From an optimization exercise on the open Yosys and OpenROAD flow, aimed at small area; shortcuts taken in it are not production practice.
Only simulation tests tie the RTL to the original design; equivalence was not proved.
Power is estimated from default activity; no workload was simulated.

Setup of exp/maple:
## mips_exec_top
module mips_exec_top (
  input  logic        clock,
  input  logic        reset_n,
  input  logic [5:0]  opc,
  input  logic [5:0]  func,
  input  logic [4:0]  Number1,
  input  logic [4:0]  Number2,
  output logic [31:0] exit
);
For scale: roughly 3200 cells after synthesis, about 56 I/O pins.
==> flow/config.mk <==
export PLATFORM = sky130hd
export DESIGN_NAME = mips_exec_top
export DESIGN_NICKNAME = mips_exec_top
export VERILOG_FILES = /design/flow/design.v
export SDC_FILE = /design/flow/constraint.sdc
export NUM_CORES = 4
export LEC_CHECK = 0
export CAP_MARGIN = 20
export CORE_MARGIN = 2
export CORE_UTILIZATION = 45
export CTS_BUF_LIST = sky130_fd_sc_hd__clkbuf_8
export CTS_CLUSTER_DIAMETER = 45
export CTS_CLUSTER_SIZE = 14
export GPL_TIMING_DRIVEN = 0
export SETUP_SLACK_MARGIN = 0.3
export SLEW_MARGIN = 20
export SYNTH_HIERARCHICAL = 1
==> flow/constraint.sdc <==
create_clock -name core_clock -period 7.0 [get_ports {clock}]
set_input_delay 1.4000 -clock core_clock [delete_from_list [all_inputs] [get_ports {clock}]]
set_output_delay 1.4000 -clock core_clock [all_outputs]
set_load 0.01 [all_outputs]
standard.sh (not shown) runs the stock make flow with config.mk's settings and CLKGATE_MAP_FILE= SYNTH_SCRIPT=/design/flow/synth_recipe.tcl, a recipe that flattens the netlist after the stock synthesis.
==> flow/flow/run.sh <==
#!/bin/bash
# Layout flow: the standard ORFS flow (standard.sh, unchanged synthesis)
# with three settings changed: port buffers are buf_4 (instead of the delay
# cells the default choice picks); the resizer may change a gate's drive
# strength across footprints (MATCH_CELL_FOOTPRINT=0), so it can upsize a
# weak gate instead of adding buffers after it; and CTS builds the tree from
# clkbuf_8 in small sink clusters without dummy load cells.
# make's full output goes to flow_make.log in this folder; ORFS keeps each
# tool's own log under orfs/logs/.
set -euo pipefail
bash standard.sh \
  BUFFER_PORTS_ARGS="-buffer_cell sky130_fd_sc_hd__buf_4" \
  MATCH_CELL_FOOTPRINT=0 \
  CTS_ARGS="-sink_clustering_enable -repair_clock_nets -sink_clustering_size 14 -sink_clustering_max_diameter 45 -buf_list sky130_fd_sc_hd__clkbuf_8 -dont_use_dummy_load" \
  finish > flow_make.log 2>&1
Input changes introduced in exp/sierra (baseline for comparison: exp/maple):
==> flow/flow/run.sh <==
#!/bin/bash
# Layout flow: the standard ORFS flow (standard.sh, unchanged synthesis)
# with two settings changed: port buffers are buf_4 (instead of the delay
# cells the default choice picks), and the resizer may change a gate's drive
# strength across footprints (MATCH_CELL_FOOTPRINT=0), so it can upsize a
# weak gate instead of adding buffers after it.
# make's full output goes to flow_make.log in this folder; ORFS keeps each
# tool's own log under orfs/logs/.
set -euo pipefail
bash standard.sh \
  BUFFER_PORTS_ARGS="-buffer_cell sky130_fd_sc_hd__buf_4" \
  MATCH_CELL_FOOTPRINT=0 \
  finish > flow_make.log 2>&1
--- outcome ---
Between exp/maple and exp/sierra, the post-synthesis cell count does not differ in any meaningful way. Final layout net count (exp/sierra vs. exp/maple) decreases slightly. exp/maple → exp/sierra: portion of total power attributed to sequential cells shows a reduction of 5.0 points, total CTS buffers shows no meaningful change, share of total power in the clock network went up by 5.8 points, power density relative to cell area went up 7.3%, total of plain and repair buffers excluding clock buffers moved down. Sequential share of layout area delta for exp/sierra relative to exp/maple: 0.71 points lower. Comparing exp/sierra against exp/maple, there is no change at all in initial standard-cell utilization of the core. Re portion of total power attributed to combinational logic: exp/maple and exp/sierra aren't equal, and the lower value belongs to exp/sierra.
Input changes introduced in exp/yarrow (baseline for comparison: exp/sierra):
- PLACE_DENSITY newly set to 0.7
==> flow/flow/run.sh <==
#!/bin/bash
# Layout flow: the standard ORFS flow (standard.sh, unchanged synthesis)
# with three settings changed: port buffers are buf_4 (instead of the delay
# cells the default choice picks); the resizer may change a gate's drive
# strength across footprints (MATCH_CELL_FOOTPRINT=0), so it can upsize a
# weak gate instead of adding buffers after it; and CTS builds the tree from
# clkbuf_8 in small sink clusters without dummy load cells.
# make's full output goes to flow_make.log in this folder; ORFS keeps each
# tool's own log under orfs/logs/.
set -euo pipefail
bash standard.sh \
  BUFFER_PORTS_ARGS="-buffer_cell sky130_fd_sc_hd__buf_4" \
  MATCH_CELL_FOOTPRINT=0 \
  CTS_ARGS="-sink_clustering_enable -repair_clock_nets -sink_clustering_size 14 -sink_clustering_max_diameter 45 -buf_list sky130_fd_sc_hd__clkbuf_8 -dont_use_dummy_load" \
  finish > flow_make.log 2>&1
==> comparison <==
Of the two candidates, exp/sierra has the worse hold slack and exp/yarrow the better one.
In the reports for exp/sierra and exp/yarrow, the smaller global-route usage belongs to exp/yarrow.
The register-to-register slack in exp/yarrow sits 0.03 ns below the value recorded for exp/sierra.
[compare] base=exp/sierra new=exp/yarrow: core utilization lost 0.76 points, final instance count without filler cells has decreased.
Diff exp/sierra and exp/yarrow: final period utilization lower in exp/yarrow
exp/yarrow vs. exp/sierra: power went down, setup slack has increased.
Compared with exp/sierra, exp/yarrow shows maximum resistive drop on vdd lower by 0.022 mV.

---

== indigo ==
Starting RTL as in the previous note.
Settings: LEC_CHECK=0, CAP_MARGIN=20, CORE_MARGIN=2, CORE_UTILIZATION=45, CTS_BUF_LIST=sky130_fd_sc_hd__clkbuf_8, CTS_CLUSTER_DIAMETER=60, CTS_CLUSTER_SIZE=20, GPL_TIMING_DRIVEN=0, SETUP_SLACK_MARGIN=0.3, SLEW_MARGIN=20, SYNTH_HIERARCHICAL=1; clock period 7.0 ns.
==> flow/flow/run.sh <==
#!/bin/bash
# Layout flow: the standard ORFS flow (standard.sh, unchanged synthesis)
# with three settings changed: port buffers are buf_4 (instead of the delay
# cells the default choice picks); the resizer may change a gate's drive
# strength across footprints (MATCH_CELL_FOOTPRINT=0), so it can upsize a
# weak gate instead of adding buffers after it; and CTS builds the tree from
# clkbuf_8 in small sink clusters without dummy load cells.
# make's full output goes to flow_make.log in this folder; ORFS keeps each
# tool's own log under orfs/logs/.
set -euo pipefail
bash standard.sh \
  BUFFER_PORTS_ARGS="-buffer_cell sky130_fd_sc_hd__buf_4" \
  MATCH_CELL_FOOTPRINT=0 \
  CTS_ARGS="-sink_clustering_enable -repair_clock_nets -sink_clustering_size 20 -sink_clustering_max_diameter 60 -buf_list sky130_fd_sc_hd__clkbuf_8 -dont_use_dummy_load" \
  finish > flow_make.log 2>&1
Relative to indigo, the following input files were edited for ember:
Settings: a change of CTS_CLUSTER_SIZE from 20 to 14; a change of SETUP_SLACK_MARGIN from 0.3 to 0.2; a change of CTS_CLUSTER_DIAMETER from 60 to 45.
==> flow/flow/run.sh <==
#!/bin/bash
# Layout flow: the standard ORFS flow (standard.sh, unchanged synthesis),
# with faster port buffers (buf_4 instead of the default delay-cell choice).
# make's full output goes to flow_make.log in this folder; ORFS keeps each
# tool's own log under orfs/logs/.
set -euo pipefail
bash standard.sh \
  BUFFER_PORTS_ARGS="-buffer_cell sky130_fd_sc_hd__buf_4" \
  finish > flow_make.log 2>&1
ember against indigo: number of DRC markers after the initial detailed-route iteration moved up; overall power has increased; non-clock buffer instance count of the final layout dropped 15; area inside the core boundary now sits at about the same level; met1 routing resource usage after global routing grew by 1.7 points.

-- port drivers added, routing unchanged --
The flow's constraints put no driver on any port. The routed layouts listed below were extracted and timed again, unchanged, in two steps.
Step 1 assumes that a clkbuf_16 drives the clock port and a buf_2 every other input.
Step 2 times the ports against the registers' clock, not the clock port: input delays grow and output delays shrink by t, the midpoint of the rising clock arrivals with the driver on.
a / b / c = ideal ports / drivers / drivers and shift; a / b = the first two.
run	t, ns	setup WS [ns]	worst setup path at the end
exp/maple	0.855	0.261 / 0.301 / -0.554	input to register
exp/sierra	0.873	0.189 / 0.229 / -0.644	input to register
exp/yarrow	0.842	0.209 / 0.253 / -0.589	input to register
indigo	0.816	0.236 / 0.276 / -0.540	input to register
ember	0.888	0.126 / 0.159 / -0.729	input to register
Met with ideal ports but missed after step 2: setup timing in every run listed. The setup slack of ember, which loses most, moves by +0.033 ns with the drivers and by -0.855 ns with both steps.
